This is an optimization exercise on Yosys and OpenROAD, whose aim is small area, not a production implementation. Where RTL was checked, it was by simulation tests only, not by an equivalence proof against the original. Power figures rest on the tool's default switching activity, not on a simulated workload.

==> inputs of trial 81 <==
==> flow/design.v <==
`default_nettype none
`timescale 1ns/1ps
package iperf_stats_pkg;
  localparam int STACK_WIDTH = 64;  
  localparam int KEEP_WIDTH = STACK_WIDTH / 8;  
  localparam int BEAT_BYTES_WIDTH = $clog2(KEEP_WIDTH + 1);  
  localparam int BYTE_CNT_WIDTH = 48;
  localparam int EVENT_CNT_WIDTH = 32;
  localparam int CYCLE_CNT_WIDTH = 64;  
  localparam int TX_STATUS_WIDTH = 64;
  localparam int TX_STS_ERR_MSB = 63;
  localparam int TX_STS_ERR_LSB = 62;
  localparam int OPEN_STATUS_WIDTH = 24;
  localparam int OPEN_OK_BIT = 16;  
  localparam int READ_PKG_WIDTH = 32;
  localparam int READ_LEN_LSB = 16;
  localparam int READ_LEN_WIDTH = 16;
endpackage
`default_nettype wire
`timescale 1ns/1ps
`default_nettype none
module iperf_stats_top (
  input  wire logic                                          ap_clk,
  input  wire logic                                          ap_rst_n,
  input  wire logic                                          ap_start,
  input  wire logic [iperf_stats_pkg::CYCLE_CNT_WIDTH-1:0]   time_in_cycles,
  input  wire logic                                          stat_load,
  input  wire logic [iperf_stats_pkg::CYCLE_CNT_WIDTH-1:0]   stat_load_value,
  input  wire logic                                          rx_data_valid,
  input  wire logic                                          rx_data_ready,
  input  wire logic [iperf_stats_pkg::KEEP_WIDTH-1:0]        rx_data_keep,
  input  wire logic                                          rx_data_last,
  input  wire logic                                          tx_data_valid,
  input  wire logic                                          tx_data_ready,
  input  wire logic [iperf_stats_pkg::KEEP_WIDTH-1:0]        tx_data_keep,
  input  wire logic                                          tx_data_last,
  input  wire logic                                          tx_meta_valid,
  input  wire logic                                          tx_meta_ready,
  input  wire logic                                          tx_status_valid,
  input  wire logic                                          tx_status_ready,
  input  wire logic [iperf_stats_pkg::TX_STATUS_WIDTH-1:0]   tx_status_data,
  input  wire logic                                          open_status_valid,
  input  wire logic                                          open_status_ready,
  input  wire logic [iperf_stats_pkg::OPEN_STATUS_WIDTH-1:0] open_status_data,
  input  wire logic                                          read_pkg_valid,
  input  wire logic                                          read_pkg_ready,
  input  wire logic [iperf_stats_pkg::READ_PKG_WIDTH-1:0]    read_pkg_data,
  output logic                                               running,
  output logic                                               ap_done,
  output logic                                               ap_idle,
  output logic [iperf_stats_pkg::CYCLE_CNT_WIDTH-1:0]        exec_cycles,
  output logic [iperf_stats_pkg::BYTE_CNT_WIDTH-1:0]         rx_bytes,
  output logic [iperf_stats_pkg::BYTE_CNT_WIDTH-1:0]         tx_bytes,
  output logic [iperf_stats_pkg::EVENT_CNT_WIDTH-1:0]        rx_pkts,
  output logic [iperf_stats_pkg::EVENT_CNT_WIDTH-1:0]        tx_pkts,
  output logic [iperf_stats_pkg::EVENT_CNT_WIDTH-1:0]        tx_cmds,
  output logic [iperf_stats_pkg::EVENT_CNT_WIDTH-1:0]        tx_stss,
  output logic [iperf_stats_pkg::EVENT_CNT_WIDTH-1:0]        tx_stss_good,
  output logic [iperf_stats_pkg::EVENT_CNT_WIDTH-1:0]        open_stss,
  output logic [iperf_stats_pkg::EVENT_CNT_WIDTH-1:0]        open_oks,
  output logic [iperf_stats_pkg::BYTE_CNT_WIDTH-1:0]         rd_req_total
);
  localparam int CW = iperf_stats_pkg::CYCLE_CNT_WIDTH;
  localparam int BW = iperf_stats_pkg::BYTE_CNT_WIDTH;
  localparam int EW = iperf_stats_pkg::EVENT_CNT_WIDTH;
  logic          ap_start_q;
  logic [CW-1:0] run_len;
  logic          run_start;
  logic          clr;        
  logic          sel;        
  assign run_start = ap_start & ~ap_start_q;
  assign clr       = ~ap_rst_n | run_start;
  assign sel       = clr | stat_load;
  assign ap_idle = ~running & ~ap_done;
  always_ff @(posedge ap_clk) begin
    if (!ap_rst_n) begin
      ap_start_q <= 1'b0;
      running    <= 1'b0;
      ap_done    <= 1'b0;
    end else begin
      ap_start_q <= ap_start;
      if (run_start) begin
        running <= 1'b1;
        ap_done <= 1'b0;
      end else begin
        ap_done <= running & (exec_cycles == run_len);
        if (running & (exec_cycles == run_len)) running <= 1'b0;
      end
    end
  end
  always_ff @(posedge ap_clk) begin
    if (run_start) run_len <= time_in_cycles;
  end
  logic [3:0]  rx_amt, tx_amt;
  logic        rx_pkt, tx_pkt, tx_cmd, tx_sts, tx_sts_good, open_sts, open_ok;
  logic [15:0] rd_amt;
  function automatic logic [3:0] count_keep(input logic [7:0] keep);
    logic [3:0] n;
    n = '0;
    for (int i = 0; i < 8; i++) n = n + {3'b000, keep[i]};
    count_keep = n;
  endfunction
  logic rx_hs, tx_hs, meta_hs, sts_hs, open_hs, rd_hs;
  assign rx_hs   = rx_data_valid & rx_data_ready & ap_rst_n;
  assign tx_hs   = tx_data_valid & tx_data_ready & ap_rst_n;
  assign meta_hs = tx_meta_valid & tx_meta_ready & ap_rst_n;
  assign sts_hs  = tx_status_valid & tx_status_ready & ap_rst_n;
  assign open_hs = open_status_valid & open_status_ready & ap_rst_n;
  assign rd_hs   = read_pkg_valid & read_pkg_ready & ap_rst_n;
  always_ff @(posedge ap_clk) begin
    rx_amt      <= count_keep(rx_data_keep) & {4{rx_hs}};
    tx_amt      <= count_keep(tx_data_keep) & {4{tx_hs}};
    rx_pkt      <= rx_hs & rx_data_last;
    tx_pkt      <= tx_hs & tx_data_last;
    tx_cmd      <= meta_hs;
    tx_sts      <= sts_hs;
    tx_sts_good <= sts_hs & (tx_status_data[63:62] == 2'b00);
    open_sts    <= open_hs;
    open_ok     <= open_hs & open_status_data[16];
    rd_amt      <= read_pkg_data[31:16] & {16{rd_hs}};
  end
  logic          keep_cnt;   
  logic [CW-1:0] ld_sel;     
  assign keep_cnt = ~sel;
  assign ld_sel   = stat_load_value & {CW{stat_load & ~clr}};
  function automatic logic [CW-1:0] inc(input logic [CW-1:0] q, input logic cin, input int w);
    logic [CW/4-1:0]  p4;    
    logic [CW/16-1:0] p16;   
    logic [CW/16-1:0] cg;    
    logic [CW/4-1:0]  cb;    
    logic [CW-1:0]    c;
    logic [CW-1:0]    r;
    for (int b = 0; b < CW/4; b++) p4[b] = &q[4*b +: 4];
    for (int g = 0; g < CW/16; g++) p16[g] = &p4[4*g +: 4];
    for (int g = 0; g < CW/16; g++) begin
      cg[g] = cin;
      for (int k = 0; k < g; k++) cg[g] = cg[g] & p16[k];
    end
    for (int b = 0; b < CW/4; b++) begin
      cb[b] = cg[b/4];
      for (int k = 4*(b/4); k < b; k++) cb[b] = cb[b] & p4[k];
    end
    for (int i = 0; i < CW; i++) begin
      if (i % 4 == 0) c[i] = cb[i/4];
      else c[i] = c[i-1] & q[i-1];
    end
    r = '0;
    for (int i = 0; i < CW; i++) if (i < w) r[i] = q[i] ^ c[i];
    inc = r;
  endfunction
  function automatic logic [CW-1:0] inc_late(input logic [CW-1:0] q, input logic cin, input int w);
    logic [CW/4-1:0]  p4;
    logic [CW/16-1:0] p16;
    logic [CW/16-1:0] xg;    
    logic [CW/4-1:0]  xb;    
    logic [CW-1:0]    x;     
    logic [CW-1:0]    r;
    for (int b = 0; b < CW/4; b++) p4[b] = &q[4*b +: 4];
    for (int g = 0; g < CW/16; g++) p16[g] = &p4[4*g +: 4];
    for (int g = 0; g < CW/16; g++) begin
      xg[g] = 1'b1;
      for (int k = 0; k < g; k++) xg[g] = xg[g] & p16[k];
    end
    for (int b = 0; b < CW/4; b++) begin
      xb[b] = xg[b/4];
      for (int k = 4*(b/4); k < b; k++) xb[b] = xb[b] & p4[k];
    end
    for (int i = 0; i < CW; i++) begin
      x[i] = xb[i/4];
      for (int k = 4*(i/4); k < i; k++) x[i] = x[i] & q[k];
    end
    r = '0;
    for (int i = 0; i < CW; i++) if (i < w) r[i] = q[i] ^ (cin & x[i]);
    inc_late = r;
  endfunction
  logic [CW-1:0] exec_inc;
  assign exec_inc = inc(exec_cycles, running, CW);
  always_ff @(posedge ap_clk) begin
    exec_cycles  <= ld_sel | ({CW{keep_cnt}} & exec_inc[CW-1:0]);
  end
  logic [CW-1:0] t0, t1, t2, t3, t4, t5, t6;
  assign t0 = inc({{(CW-EW){1'b0}}, rx_pkts}, rx_pkt, EW);
  assign t1 = inc({{(CW-EW){1'b0}}, tx_pkts}, tx_pkt, EW);
  assign t2 = inc({{(CW-EW){1'b0}}, tx_cmds}, tx_cmd, EW);
  assign t3 = inc({{(CW-EW){1'b0}}, tx_stss}, tx_sts, EW);
  assign t4 = inc({{(CW-EW){1'b0}}, tx_stss_good}, tx_sts_good, EW);
  assign t5 = inc({{(CW-EW){1'b0}}, open_stss}, open_sts, EW);
  assign t6 = inc({{(CW-EW){1'b0}}, open_oks}, open_ok, EW);
  logic [4:0]  rx_lo, tx_lo;
  logic [16:0] rd_lo;
  logic [CW-1:0] rx_hi, tx_hi, rd_hi;
  assign rx_lo = {1'b0, rx_bytes[3:0]} + {1'b0, rx_amt};
  assign tx_lo = {1'b0, tx_bytes[3:0]} + {1'b0, tx_amt};
  assign rd_lo = {1'b0, rd_req_total[15:0]} + {1'b0, rd_amt};
  assign rx_hi = inc({{(CW-BW+4){1'b0}}, rx_bytes[BW-1:4]}, rx_lo[4], BW-4);
  assign tx_hi = inc({{(CW-BW+4){1'b0}}, tx_bytes[BW-1:4]}, tx_lo[4], BW-4);
  assign rd_hi = inc_late({{(CW-BW+16){1'b0}}, rd_req_total[BW-1:16]}, rd_lo[16], BW-16);
  always_ff @(posedge ap_clk) begin
    rx_bytes     <= ld_sel[BW-1:0] | ({BW{keep_cnt}} & {rx_hi[BW-5:0], rx_lo[3:0]});
    tx_bytes     <= ld_sel[BW-1:0] | ({BW{keep_cnt}} & {tx_hi[BW-5:0], tx_lo[3:0]});
    rd_req_total <= ld_sel[BW-1:0] | ({BW{keep_cnt}} & {rd_hi[BW-17:0], rd_lo[15:0]});
    rx_pkts      <= ld_sel[EW-1:0] | ({EW{keep_cnt}} & t0[EW-1:0]);
    tx_pkts      <= ld_sel[EW-1:0] | ({EW{keep_cnt}} & t1[EW-1:0]);
    tx_cmds      <= ld_sel[EW-1:0] | ({EW{keep_cnt}} & t2[EW-1:0]);
    tx_stss      <= ld_sel[EW-1:0] | ({EW{keep_cnt}} & t3[EW-1:0]);
    tx_stss_good <= ld_sel[EW-1:0] | ({EW{keep_cnt}} & t4[EW-1:0]);
    open_stss    <= ld_sel[EW-1:0] | ({EW{keep_cnt}} & t5[EW-1:0]);
    open_oks     <= ld_sel[EW-1:0] | ({EW{keep_cnt}} & t6[EW-1:0]);
  end
endmodule
`default_nettype wire
==> flow/flow/run.sh <==
#!/bin/bash
# The standard layout with two changes:
#  - synthesis maps the logic with an area-oriented ABC script (flow/abc_area.script) and
#    leaves adders to ABC instead of first mapping them to the library's adder cells;
#    everything else in synthesis, including the registers, is the standard flow's own script
#  - the port buffers use the smallest buffer cell
set -euo pipefail
here=$(pwd)
export AREA_ABC_SCRIPT=$here/flow/abc_area.script
export FLOW_SYNTH_TCL=$here/synth_recipe.tcl
export BUFFER_PORTS_ARGS="-buffer_cell sky130_fd_sc_hd__buf_1"
sed "s#SYNTH_SCRIPT=[^ ]*#SYNTH_SCRIPT=$here/flow/synth_area.tcl ADDER_MAP_FILE=#" standard.sh > standard_area.sh
grep -q "SYNTH_SCRIPT=$here/flow/synth_area.tcl" standard_area.sh
bash standard_area.sh > standard_make.log 2>&1
==> flow/flow/abc_area.script <==
strash
&get -n
&st
&dch
&nf -R 1000
&put
topo
stime -c
==> flow/flow/synth_area.tcl <==
# The standard flow's synthesis (synth_recipe.tcl in the work folder), with an area-oriented ABC script
proc abc {args} {
  set i [lsearch -exact $args -script]
  if { $i >= 0 } {
    lset args [expr { $i + 1 }] $::env(AREA_ABC_SCRIPT)
  }
  yosys abc {*}$args
}
source $::env(FLOW_SYNTH_TCL)
==> flow/standard.sh <==
#!/bin/bash
# synth_recipe.tcl (not shown) runs the flow's synth.tcl, then flattens the netlist and writes it again
# the make line also repeats each setting of config.mk as NAME=value (left out here)
make -C /OpenROAD-flow-scripts/flow DESIGN_CONFIG=/design/flow/config.mk WORK_HOME=/design/flow/orfs CLKGATE_MAP_FILE= SYNTH_SCRIPT=/design/flow/synth_recipe.tcl "${@:-finish}"
==> flow/config.mk <==
export PLATFORM = sky130hd
export DESIGN_NAME = iperf_stats_top
export DESIGN_NICKNAME = iperf_stats_top
export VERILOG_FILES = /design/flow/design.v
export SDC_FILE = /design/flow/constraint.sdc
export NUM_CORES = 4
export LEC_CHECK = 0
export CAP_MARGIN = 20
export CORE_AREA = 4 4 202 202
export CTS_BUF_LIST = sky130_fd_sc_hd__clkbuf_16
export CTS_CLUSTER_DIAMETER = 80
export CTS_CLUSTER_SIZE = 25
export DIE_AREA = 0 0 206 206
export SLEW_MARGIN = 20
==> flow/constraint.sdc <==
create_clock -name core_clock -period 4.0 [get_ports {ap_clk}]
set_input_delay 0.8000 -clock core_clock [delete_from_list [all_inputs] [get_ports {ap_clk}]]
set_output_delay 0.8000 -clock core_clock [all_outputs]
set_load 0.01 [all_outputs]
==> build 35: changes against trial 81 <==
--- a/flow/design.v
+++ b/flow/design.v
@@ -123,62 +123,29 @@
   logic [CW-1:0] ld_sel;     
   assign keep_cnt = ~sel;
   assign ld_sel   = stat_load_value & {CW{stat_load & ~clr}};
-  function automatic logic [CW-1:0] inc(input logic [CW-1:0] q, input logic cin, input int w);
-    logic [CW/4-1:0]  p4;    
-    logic [CW/16-1:0] p16;   
-    logic [CW/16-1:0] cg;    
-    logic [CW/4-1:0]  cb;    
-    logic [CW-1:0]    c;
-    logic [CW-1:0]    r;
-    for (int b = 0; b < CW/4; b++) p4[b] = &q[4*b +: 4];
-    for (int g = 0; g < CW/16; g++) p16[g] = &p4[4*g +: 4];
-    for (int g = 0; g < CW/16; g++) begin
-      cg[g] = cin;
-      for (int k = 0; k < g; k++) cg[g] = cg[g] & p16[k];
-    end
-    for (int b = 0; b < CW/4; b++) begin
-      cb[b] = cg[b/4];
-      for (int k = 4*(b/4); k < b; k++) cb[b] = cb[b] & p4[k];
-    end
+  function automatic logic [CW:0] inc(input logic [CW-1:0] q, input logic cin, input int w);
+    logic [CW:0] c;
+    logic        bc;
+    logic [CW:0] r;
+    bc = cin;
+    c  = '0;
     for (int i = 0; i < CW; i++) begin
-      if (i % 4 == 0) c[i] = cb[i/4];
+      if (i % 4 == 0) c[i] = bc;
       else c[i] = c[i-1] & q[i-1];
+      if (i % 4 == 3) bc = bc & q[i] & q[i-1] & q[i-2] & q[i-3];
     end
     r = '0;
     for (int i = 0; i < CW; i++) if (i < w) r[i] = q[i] ^ c[i];
+    r[CW] = bc;
     inc = r;
   endfunction
-  function automatic logic [CW-1:0] inc_late(input logic [CW-1:0] q, input logic cin, input int w);
-    logic [CW/4-1:0]  p4;
-    logic [CW/16-1:0] p16;
-    logic [CW/16-1:0] xg;    
-    logic [CW/4-1:0]  xb;    
-    logic [CW-1:0]    x;     
-    logic [CW-1:0]    r;
-    for (int b = 0; b < CW/4; b++) p4[b] = &q[4*b +: 4];
-    for (int g = 0; g < CW/16; g++) p16[g] = &p4[4*g +: 4];
-    for (int g = 0; g < CW/16; g++) begin
-      xg[g] = 1'b1;
-      for (int k = 0; k < g; k++) xg[g] = xg[g] & p16[k];
-    end
-    for (int b = 0; b < CW/4; b++) begin
-      xb[b] = xg[b/4];
-      for (int k = 4*(b/4); k < b; k++) xb[b] = xb[b] & p4[k];
-    end
-    for (int i = 0; i < CW; i++) begin
-      x[i] = xb[i/4];
-      for (int k = 4*(i/4); k < i; k++) x[i] = x[i] & q[k];
-    end
-    r = '0;
-    for (int i = 0; i < CW; i++) if (i < w) r[i] = q[i] ^ (cin & x[i]);
-    inc_late = r;
-  endfunction
-  logic [CW-1:0] exec_inc;
+  logic [CW:0] exec_inc;
   assign exec_inc = inc(exec_cycles, running, CW);
   always_ff @(posedge ap_clk) begin
     exec_cycles  <= ld_sel | ({CW{keep_cnt}} & exec_inc[CW-1:0]);
   end
-  logic [CW-1:0] t0, t1, t2, t3, t4, t5, t6;
+  logic [EW:0] rx_pkts_n, tx_pkts_n, tx_cmds_n, tx_stss_n, tx_stss_good_n, open_stss_n, open_oks_n;
+  logic [CW:0] t0, t1, t2, t3, t4, t5, t6;
   assign t0 = inc({{(CW-EW){1'b0}}, rx_pkts}, rx_pkt, EW);
   assign t1 = inc({{(CW-EW){1'b0}}, tx_pkts}, tx_pkt, EW);
   assign t2 = inc({{(CW-EW){1'b0}}, tx_cmds}, tx_cmd, EW);
@@ -188,13 +155,13 @@
   assign t6 = inc({{(CW-EW){1'b0}}, open_oks}, open_ok, EW);
   logic [4:0]  rx_lo, tx_lo;
   logic [16:0] rd_lo;
-  logic [CW-1:0] rx_hi, tx_hi, rd_hi;
+  logic [CW:0] rx_hi, tx_hi, rd_hi;
   assign rx_lo = {1'b0, rx_bytes[3:0]} + {1'b0, rx_amt};
   assign tx_lo = {1'b0, tx_bytes[3:0]} + {1'b0, tx_amt};
   assign rd_lo = {1'b0, rd_req_total[15:0]} + {1'b0, rd_amt};
   assign rx_hi = inc({{(CW-BW+4){1'b0}}, rx_bytes[BW-1:4]}, rx_lo[4], BW-4);
   assign tx_hi = inc({{(CW-BW+4){1'b0}}, tx_bytes[BW-1:4]}, tx_lo[4], BW-4);
-  assign rd_hi = inc_late({{(CW-BW+16){1'b0}}, rd_req_total[BW-1:16]}, rd_lo[16], BW-16);
+  assign rd_hi = inc({{(CW-BW+16){1'b0}}, rd_req_total[BW-1:16]}, rd_lo[16], BW-16);
   always_ff @(posedge ap_clk) begin
     rx_bytes     <= ld_sel[BW-1:0] | ({BW{keep_cnt}} & {rx_hi[BW-5:0], rx_lo[3:0]});
     tx_bytes     <= ld_sel[BW-1:0] | ({BW{keep_cnt}} & {tx_hi[BW-5:0], tx_lo[3:0]});
==> flow/flow/abc_area.script (replaced) <==
strash
dc2
&get -n
&st
&dch -f
&nf -a -R 1000
&put
topo
stime -c
- CORE_AREA: 4 4 202 202 -> 12 12 194 194
- CTS_BUF_LIST: sky130_fd_sc_hd__clkbuf_16 -> sky130_fd_sc_hd__clkbuf_8
- CTS_CLUSTER_DIAMETER: 80 -> 50
- CTS_CLUSTER_SIZE: 25 -> 15
==> build 51: changes against trial 81 <==
--- a/flow/design.v
+++ b/flow/design.v
@@ -68,9 +68,11 @@
   logic          run_start;
   logic          clr;        
   logic          sel;        
+  logic [CW-1:0] ld_val;     
   assign run_start = ap_start & ~ap_start_q;
   assign clr       = ~ap_rst_n | run_start;
   assign sel       = clr | stat_load;
+  assign ld_val    = stat_load_value & {CW{~clr}};
   assign ap_idle = ~running & ~ap_done;
   always_ff @(posedge ap_clk) begin
     if (!ap_rst_n) begin
@@ -90,6 +92,9 @@
   end
   always_ff @(posedge ap_clk) begin
     if (run_start) run_len <= time_in_cycles;
+  end
+  always_ff @(posedge ap_clk) begin
+    exec_cycles <= sel ? ld_val : exec_cycles + {{(CW-1){1'b0}}, running};
   end
   logic [3:0]  rx_amt, tx_amt;
   logic        rx_pkt, tx_pkt, tx_cmd, tx_sts, tx_sts_good, open_sts, open_ok;
@@ -119,93 +124,17 @@
     open_ok     <= open_hs & open_status_data[16];
     rd_amt      <= read_pkg_data[31:16] & {16{rd_hs}};
   end
-  logic          keep_cnt;   
-  logic [CW-1:0] ld_sel;     
-  assign keep_cnt = ~sel;
-  assign ld_sel   = stat_load_value & {CW{stat_load & ~clr}};
-  function automatic logic [CW-1:0] inc(input logic [CW-1:0] q, input logic cin, input int w);
-    logic [CW/4-1:0]  p4;    
-    logic [CW/16-1:0] p16;   
-    logic [CW/16-1:0] cg;    
-    logic [CW/4-1:0]  cb;    
-    logic [CW-1:0]    c;
-    logic [CW-1:0]    r;
-    for (int b = 0; b < CW/4; b++) p4[b] = &q[4*b +: 4];
-    for (int g = 0; g < CW/16; g++) p16[g] = &p4[4*g +: 4];
-    for (int g = 0; g < CW/16; g++) begin
-      cg[g] = cin;
-      for (int k = 0; k < g; k++) cg[g] = cg[g] & p16[k];
-    end
-    for (int b = 0; b < CW/4; b++) begin
-      cb[b] = cg[b/4];
-      for (int k = 4*(b/4); k < b; k++) cb[b] = cb[b] & p4[k];
-    end
-    for (int i = 0; i < CW; i++) begin
-      if (i % 4 == 0) c[i] = cb[i/4];
-      else c[i] = c[i-1] & q[i-1];
-    end
-    r = '0;
-    for (int i = 0; i < CW; i++) if (i < w) r[i] = q[i] ^ c[i];
-    inc = r;
-  endfunction
-  function automatic logic [CW-1:0] inc_late(input logic [CW-1:0] q, input logic cin, input int w);
-    logic [CW/4-1:0]  p4;
-    logic [CW/16-1:0] p16;
-    logic [CW/16-1:0] xg;    
-    logic [CW/4-1:0]  xb;    
-    logic [CW-1:0]    x;     
-    logic [CW-1:0]    r;
-    for (int b = 0; b < CW/4; b++) p4[b] = &q[4*b +: 4];
-    for (int g = 0; g < CW/16; g++) p16[g] = &p4[4*g +: 4];
-    for (int g = 0; g < CW/16; g++) begin
-      xg[g] = 1'b1;
-      for (int k = 0; k < g; k++) xg[g] = xg[g] & p16[k];
-    end
-    for (int b = 0; b < CW/4; b++) begin
-      xb[b] = xg[b/4];
-      for (int k = 4*(b/4); k < b; k++) xb[b] = xb[b] & p4[k];
-    end
-    for (int i = 0; i < CW; i++) begin
-      x[i] = xb[i/4];
-      for (int k = 4*(i/4); k < i; k++) x[i] = x[i] & q[k];
-    end
-    r = '0;
-    for (int i = 0; i < CW; i++) if (i < w) r[i] = q[i] ^ (cin & x[i]);
-    inc_late = r;
-  endfunction
-  logic [CW-1:0] exec_inc;
-  assign exec_inc = inc(exec_cycles, running, CW);
   always_ff @(posedge ap_clk) begin
-    exec_cycles  <= ld_sel | ({CW{keep_cnt}} & exec_inc[CW-1:0]);
-  end
-  logic [CW-1:0] t0, t1, t2, t3, t4, t5, t6;
-  assign t0 = inc({{(CW-EW){1'b0}}, rx_pkts}, rx_pkt, EW);
-  assign t1 = inc({{(CW-EW){1'b0}}, tx_pkts}, tx_pkt, EW);
-  assign t2 = inc({{(CW-EW){1'b0}}, tx_cmds}, tx_cmd, EW);
-  assign t3 = inc({{(CW-EW){1'b0}}, tx_stss}, tx_sts, EW);
-  assign t4 = inc({{(CW-EW){1'b0}}, tx_stss_good}, tx_sts_good, EW);
-  assign t5 = inc({{(CW-EW){1'b0}}, open_stss}, open_sts, EW);
-  assign t6 = inc({{(CW-EW){1'b0}}, open_oks}, open_ok, EW);
-  logic [4:0]  rx_lo, tx_lo;
-  logic [16:0] rd_lo;
-  logic [CW-1:0] rx_hi, tx_hi, rd_hi;
-  assign rx_lo = {1'b0, rx_bytes[3:0]} + {1'b0, rx_amt};
-  assign tx_lo = {1'b0, tx_bytes[3:0]} + {1'b0, tx_amt};
-  assign rd_lo = {1'b0, rd_req_total[15:0]} + {1'b0, rd_amt};
-  assign rx_hi = inc({{(CW-BW+4){1'b0}}, rx_bytes[BW-1:4]}, rx_lo[4], BW-4);
-  assign tx_hi = inc({{(CW-BW+4){1'b0}}, tx_bytes[BW-1:4]}, tx_lo[4], BW-4);
-  assign rd_hi = inc_late({{(CW-BW+16){1'b0}}, rd_req_total[BW-1:16]}, rd_lo[16], BW-16);
-  always_ff @(posedge ap_clk) begin
-    rx_bytes     <= ld_sel[BW-1:0] | ({BW{keep_cnt}} & {rx_hi[BW-5:0], rx_lo[3:0]});
-    tx_bytes     <= ld_sel[BW-1:0] | ({BW{keep_cnt}} & {tx_hi[BW-5:0], tx_lo[3:0]});
-    rd_req_total <= ld_sel[BW-1:0] | ({BW{keep_cnt}} & {rd_hi[BW-17:0], rd_lo[15:0]});
-    rx_pkts      <= ld_sel[EW-1:0] | ({EW{keep_cnt}} & t0[EW-1:0]);
-    tx_pkts      <= ld_sel[EW-1:0] | ({EW{keep_cnt}} & t1[EW-1:0]);
-    tx_cmds      <= ld_sel[EW-1:0] | ({EW{keep_cnt}} & t2[EW-1:0]);
-    tx_stss      <= ld_sel[EW-1:0] | ({EW{keep_cnt}} & t3[EW-1:0]);
-    tx_stss_good <= ld_sel[EW-1:0] | ({EW{keep_cnt}} & t4[EW-1:0]);
-    open_stss    <= ld_sel[EW-1:0] | ({EW{keep_cnt}} & t5[EW-1:0]);
-    open_oks     <= ld_sel[EW-1:0] | ({EW{keep_cnt}} & t6[EW-1:0]);
+    rx_bytes     <= sel ? ld_val[BW-1:0] : rx_bytes + {{(BW-4){1'b0}}, rx_amt};
+    tx_bytes     <= sel ? ld_val[BW-1:0] : tx_bytes + {{(BW-4){1'b0}}, tx_amt};
+    rd_req_total <= sel ? ld_val[BW-1:0] : rd_req_total + {{(BW-16){1'b0}}, rd_amt};
+    rx_pkts      <= sel ? ld_val[EW-1:0] : rx_pkts + {{(EW-1){1'b0}}, rx_pkt};
+    tx_pkts      <= sel ? ld_val[EW-1:0] : tx_pkts + {{(EW-1){1'b0}}, tx_pkt};
+    tx_cmds      <= sel ? ld_val[EW-1:0] : tx_cmds + {{(EW-1){1'b0}}, tx_cmd};
+    tx_stss      <= sel ? ld_val[EW-1:0] : tx_stss + {{(EW-1){1'b0}}, tx_sts};
+    tx_stss_good <= sel ? ld_val[EW-1:0] : tx_stss_good + {{(EW-1){1'b0}}, tx_sts_good};
+    open_stss    <= sel ? ld_val[EW-1:0] : open_stss + {{(EW-1){1'b0}}, open_sts};
+    open_oks     <= sel ? ld_val[EW-1:0] : open_oks + {{(EW-1){1'b0}}, open_ok};
   end
 endmodule
 `default_nettype wire
==> flow/run.sh (new file) <==
#!/bin/bash
# synth_recipe.tcl (not shown) runs the flow's synth.tcl, then flattens the netlist and writes it again
# the make line also repeats each setting of config.mk as NAME=value (left out here)
make -C /OpenROAD-flow-scripts/flow DESIGN_CONFIG=/design/flow/config.mk WORK_HOME=/design/flow/orfs CLKGATE_MAP_FILE= SYNTH_SCRIPT=/design/flow/synth_recipe.tcl finish
- CORE_AREA: 4 4 202 202 -> not set
- CORE_MARGIN: not set -> 2
- CORE_UTILIZATION: not set -> 55
- CTS_BUF_LIST: sky130_fd_sc_hd__clkbuf_16 -> sky130_fd_sc_hd__clkbuf_4 sky130_fd_sc_hd__clkbuf_8
- CTS_CLUSTER_DIAMETER: 80 -> not set
- CTS_CLUSTER_SIZE: 25 -> not set
- DIE_AREA: 0 0 206 206 -> not set
removed: flow/flow/run.sh
removed: flow/flow/abc_area.script
removed: flow/flow/synth_area.tcl
removed: flow/standard.sh
==> results.txt <==
Build 51 finished with timing, DRC and antenna clean. Build 35 died in global routing. Trial 81 finished with timing, DRC and antenna clean. Of build 51 and trial 81, build 51 has the higher die area (gap 5.6%, measured against trial 81). Against trial 81, the clock-buffer cell count of build 51 is higher by 121. In sequential cell count, build 51 and trial 81 do not differ. Sequential power is about the same in trial 81 and build 51. Against trial 81, the design area of build 51 is larger by 26%. Of trial 81 and build 51, build 51 has the higher total power (gap 19%, measured against build 51). Against build 51, the clock power of trial 81 is smaller by 38%. Between trial 81 and build 51, the lower setup slack is in trial 81 (gap 430 ps). Non-clock buffer count is the same in build 51 and trial 81.
==> figures <==
Crit share post-route: build 51 79.6%; trial 81 90.2%; build 35 -
Final-stage net count: build 51 3545; trial 81 3244; build 35 -
Final-layout setup total negative slack: build 51 0 ps; trial 81 0 ps; build 35 -
Cell with the largest stage delay on the worst path: build 51 sky130_fd_sc_hd__fa_1; trial 81 sky130_fd_sc_hd__dfxtp_1; build 35 -
Cell row count: build 51 76; trial 81 72; build 35 66
Clock slew at reported path FFs: build 51 60 ps; trial 81 100 ps; build 35 -
Most common library cell in the layout ignoring fill and taps: build 51 sky130_fd_sc_hd__clkdlybuf4s50_1; trial 81 sky130_fd_sc_hd__buf_1; build 35 -
Total cell area at the placement stage: build 51 0.0304 mm2; trial 81 0.0247 mm2; build 35 0.0267 mm2
Placed wire-length estimate: build 51 66400 um; trial 81 60500 um; build 35 67100 um
Multi-input logic portion of the cell area: build 51 36.6%; trial 81 39.8%; build 35 -
Via count: build 51 22400; trial 81 20800; build 35 -
Worst reg2reg path depth: build 51 9; trial 81 12; build 35 -
Clock net power: build 51 0.00529 W; trial 81 0.00329 W; build 35 -
Length of routed met2 wiring: build 51 41100 um; trial 81 36100 um; build 35 -
Result of the run: build 51 finished clean; trial 81 finished clean; build 35 did not finish
Stage where the flow stopped: build 51 -; trial 81 -; build 35 global routing
Proportion of total power due to net switching: build 51 25.4%; trial 81 27.1%; build 35 -
DRT Pass-1 Iters: build 51 5; trial 81 8; build 35 -
Setup-failing EPs final: build 51 0; trial 81 0; build 35 -
Relative area change from synthesis to final layout: build 51 36.7%; trial 81 19.2%; build 35 -
Only the layout flow was run in build 51; the RTL was not checked for function there.

==> re-timing with driven ports <==
The results above use ideal ports. As a check the final layouts listed here were re-extracted and re-timed, cells and wires unchanged. Step 1: set_driving_cell puts a clkbuf_16 on ap_clk and a buf_2 on each other input, an assumption about the parent block. Step 2 adds t to the input delays and takes it off the output delays; t is the mean of the earliest and latest rising clock arrival at the registers after step 1. Input paths then give back, and output paths get back, about the clock's delay inside the block. Three values: ideal, step 1, step 2; two values: the first two.
run | shift t [ns] | setup WS [ns] | worst setup path after step 2
trial 81 | 0.641 | 0.391 / 0.391 / 0.391 | register to register
build 51 | 0.700 | 0.817 / 0.852 / 0.152 | input to register
After both steps every run listed still meets setup and hold. The setup slack of build 51, which loses most, moves by +0.035 ns with the drivers and by -0.665 ns with both steps.
